What follows belongs to an exercise in optimizing a design on an open flow for small area; a production flow would make more cautious choices.
Where RTL was checked, it was by simulation tests only, not by an equivalence proof against the original.
Power figures rest on the tool's default switching activity, not on a simulated workload.

== trial 50 ==
==> flow/design.v (excerpt) <==
module adventureTop (
	input  logic       turn,
	input  logic       rst,
	input  logic [3:0] buttons,
	input  adventurePkg::pixelX_t    pixelX,
	input  adventurePkg::pixelY_t    pixelY,
	input  logic       blank,
	input  adventurePkg::color_t     mapPixel,
	output adventurePkg::color_t     color,
	output adventurePkg::roomCoord_t roomX,
	output adventurePkg::roomCoord_t roomY,
	output adventurePkg::color_t     roomColor
);
Size: about 910 cells after synthesis, about 7700 sq um of cells after synthesis.
Settings: LEC_CHECK=0, CAP_MARGIN=0, CORE_MARGIN=2, CORE_UTILIZATION=70, CTS_BUF_LIST=sky130_fd_sc_hd__clkbuf_8, GPL_TIMING_DRIVEN=0, SETUP_SLACK_MARGIN=0.08, SLEW_MARGIN=0; clock period 5.0 ns.
standard.sh (not shown) runs the stock make flow with config.mk's settings and CLKGATE_MAP_FILE= SYNTH_SCRIPT=/design/flow/synth_recipe.tcl, a recipe that flattens the netlist after the stock synthesis.
==> flow/flow/run.sh <==
#!/bin/bash
# Layout flow: the standard flow, except that the port buffers are the
# smallest buffer cell and clock tree synthesis uses larger sink clusters and
# no dummy loads. The flow's output goes to standard.log here; each step's
# log is kept in orfs/logs/ by the flow scripts.
set -o pipefail
bash standard.sh finish "BUFFER_PORTS_ARGS=-buffer_cell sky130_fd_sc_hd__buf_1" \
	"CTS_ARGS=-sink_clustering_enable -repair_clock_nets -buf_list sky130_fd_sc_hd__clkbuf_8 -dont_use_dummy_load -sink_clustering_size 20 -sink_clustering_max_diameter 80" \
	> standard.log 2>&1
[inputs] build 16 vs trial 50
--- a/flow/design.v
+++ b/flow/design.v
@@ -72,24 +72,24 @@
 	input  logic       rst,
 	input  logic [3:0] buttons,
 	input  adventurePkg::pixelX_t    pixelX,
 	input  adventurePkg::pixelY_t    pixelY,
 	input  logic       blank,
 	input  adventurePkg::color_t     mapPixel,
 	output adventurePkg::color_t     color,
 	output adventurePkg::roomCoord_t roomX,
 	output adventurePkg::roomCoord_t roomY,
 	output adventurePkg::color_t     roomColor
 );
-	localparam int KX = -15;
-	localparam int KY = -13;
+	localparam int KX = -16;
+	localparam int KY = -20;
 	localparam int OX = 15 - KX;   
 	localparam int QY = -KY;       
 	logic [3:0] count;
 	logic       step;
 	logic       bump;
 	logic [9:0] px_n, cx_n, ox_n;
 	logic [8:0] py_n, cy_n, oy_n;
 	logic       yU, bU;
 	logic [1:0] held;
 	logic [3:0] rc;      
 	function automatic logic [9:0] add10(input logic [9:0] a, input logic [9:0] b);
@@ -293,49 +293,24 @@
 		end
 	end
 	always_ff @(posedge turn) begin
 		if (rst) begin
 			count <= '0;
 			step <= 1'b0;
 		end else begin
 			count <= count + 4'd1;
 			step <= count == 4'd15;
 		end
 	end
-	logic [3:0] rightRoomX, rightRoomY, leftRoomX, leftRoomY;
 	logic [9:0] nX;
 	logic [8:0] nY;
-	always_comb begin
-		rightRoomX = incR(roomX);
-		rightRoomY = roomY;
-		leftRoomX = decR(roomX);
-		leftRoomY = roomY;
-		if (isR(roomX, 1) && isR(roomY, 6)) begin
-			rightRoomX = 4'd1;
-			rightRoomY = 4'd4;
-			leftRoomX = 4'd2;
-			leftRoomY = 4'd4;
-		end else if (isR(roomX, 2) && isR(roomY, 5)) begin
-			rightRoomX = 4'd1;
-			rightRoomY = 4'd5;
-		end else if (isR(roomX, 2) && isR(roomY, 4)) begin
-			rightRoomX = 4'd1;
-			rightRoomY = 4'd6;
-		end else if (isR(roomX, 1) && isR(roomY, 5)) begin
-			leftRoomX = 4'd2;
-			leftRoomY = 4'd5;
-		end else if (isR(roomX, 1) && isR(roomY, 4)) begin
-			leftRoomX = 4'd1;
-			leftRoomY = 4'd6;
-		end
-	end
 	function automatic logic [9:0] move10(input logic [9:0] x, input logic mv, input logic neg,
 			input logic big);
 		logic down, c3, inc, dec, t, z;
 		down = neg ^ big;
 		c3 = down ? (x[2:0] != 3'd0) : (x[2:0] == 3'd7);
 		inc = mv && !neg && c3;
 		dec = mv && neg && !c3;
 		move10[2:0] = !mv ? x[2:0] : down ? x[2:0] - 3'd1 : x[2:0] + 3'd1;
 		t = 1'b1;
 		z = 1'b1;
 		for (int i = 3; i < 10; i++) begin
@@ -366,43 +341,44 @@
 		mvX = step && ((buttons[3] && pxIn(px_n, 17, 1023)) || (buttons[0] && pxIn(px_n, 0, 623)));
 		negX = (buttons[3] && pxIn(px_n, 17, 1023)) ? bump : !bump;
 		nX = move10(px_n, mvX, negX, bump);
 		mvY = step && ((buttons[2] && pyIn(py_n, 11, 511)) || (buttons[1] && pyIn(py_n, 0, 469)));
 		negY = (buttons[2] && pyIn(py_n, 11, 511)) ? bump : !bump;
 		nY = move9(py_n, mvY, negY, bump);
 		goR = step && pxIn(px_n, 624, 1023) && !isR(roomX, 8);
 		goD = step && !goR && pyIn(py_n, 470, 511) && !isR(roomY, 8);
 		goU = step && !goR && !goD && pyIn(py_n, 0, 10) && !isR(roomY, 0);
 		goL = step && !goR && !goD && !goU && pxIn(px_n, 0, 16) && !isR(roomX, 0);
 	end
+	logic xUp, xDown, ySwap;
+	always_comb begin
+		xUp = (goR && !(isR(roomX, 1) && isR(roomY, 6))
+				&& !(isR(roomX, 2) && (isR(roomY, 4) || isR(roomY, 5))))
+			|| (goL && isR(roomX, 1) && (isR(roomY, 5) || isR(roomY, 6)));
+		xDown = (goR && isR(roomX, 2) && (isR(roomY, 4) || isR(roomY, 5)))
+			|| (goL && !(isR(roomX, 1) && (isR(roomY, 4) || isR(roomY, 5) || isR(roomY, 6))));
+		ySwap = (goR && ((isR(roomX, 1) && isR(roomY, 6)) || (isR(roomX, 2) && isR(roomY, 4))))
+			|| (goL && isR(roomX, 1) && (isR(roomY, 4) || isR(roomY, 6)));
+	end
 	always_ff @(posedge turn) begin
 		if (rst) begin
 			px_n <= pxRep(START_X);
 			py_n <= pyRep(START_Y);
 			roomX <= START_ROOM_X;
 			roomY <= START_ROOM_Y;
 			rc <= roomCode(START_ROOM_X, START_ROOM_Y);
 		end else begin
 			px_n <= goR ? pxRep(ENTRY_LEFT) : goL ? pxRep(ENTRY_RIGHT) : nX;
 			py_n <= goD ? pyRep(ENTRY_TOP) : goU ? pyRep(ENTRY_BOTTOM) : nY;
-			if (goR) begin
-				roomX <= rightRoomX;
-				roomY <= rightRoomY;
-			end else if (goD) begin
-				roomY <= incR(roomY);
-			end else if (goU) begin
-				roomY <= decR(roomY);
-			end else if (goL) begin
-				roomX <= leftRoomX;
-				roomY <= leftRoomY;
-			end
+			roomX <= xUp ? incR(roomX) : xDown ? decR(roomX) : roomX;
+			roomY <= goD ? incR(roomY) : goU ? decR(roomY) : {roomY[3:2], roomY[1] ^ ySwap, roomY[0]};
 			if (step)
 				rc <= roomCode(roomX, roomY);
 		end
 	end
 	logic onO, atUnlock, pickO, pick;
 	logic [9:0] dkX;
 	logic [8:0] dkY;
 	assign dkX = add10(ox_n, ~px_n);
 	assign dkY = add9(oy_n, ~py_n);
 	assign onO = !pxIn(ox_n, 977, 1008) && in10(dkX, 15, 45)
 		&& in9(oy_n, -503 - KY, -4 - KY) && in9(dkY, -4, 6);
--- outcome ---
Combinational fraction of design power for build 16: 0.4 points down relative to trial 50. From trial 50 to build 16 the numbers moved as follows: maximum clock frequency went down; total length of routed met2 wires has decreased; clock network contribution to total cell area saw little to no change. Build 16 against trial 50; chip width is down slightly. Overall power after layout shrinks slightly when moving from trial 50 to build 16. Non-clock buffer count (higher): trial 50. Build 16 vs trial 50: layout multi-input combinational cell count down by a few percent.
No functional check of the RTL was part of trial 50.

-- re-timing with driven ports --
The results above use ideal ports. As a check the final layouts listed here were re-extracted and re-timed, cells and wires unchanged.
Step 1: set_driving_cell puts a clkbuf_16 on turn and a buf_2 on each other input, an assumption about the parent block.
Step 2 moves the port delays by t, midway between the first and last clock arrival at a register: inputs arrive t later, outputs are due t later. That takes back most of the time a late clock gives input paths.
a / b / c = ideal ports / drivers / drivers and shift; a / b = the first two.
| run | shift t [ns] | setup WS [ns] | hold slack, ns | worst setup path after step 2 | worst data-port slew with drivers (ns) |
|---|---|---|---|---|---|
| trial 50 | 0.393 | 0.204 / 0.216 / -0.176 | 0.451 / 0.451 / 0.451 | input to register | 0.04 |
| build 16 | 0.394 | 0.185 / 0.194 / -0.200 | 0.468 / 0.468 / 0.468 | input to register | 0.05 |
With both steps, setup timing fails in trial 50 and build 16, where it was met with ideal ports. For build 16, which loses most, drivers alone change the setup slack by +0.009 ns; drivers and shift together by -0.385 ns.
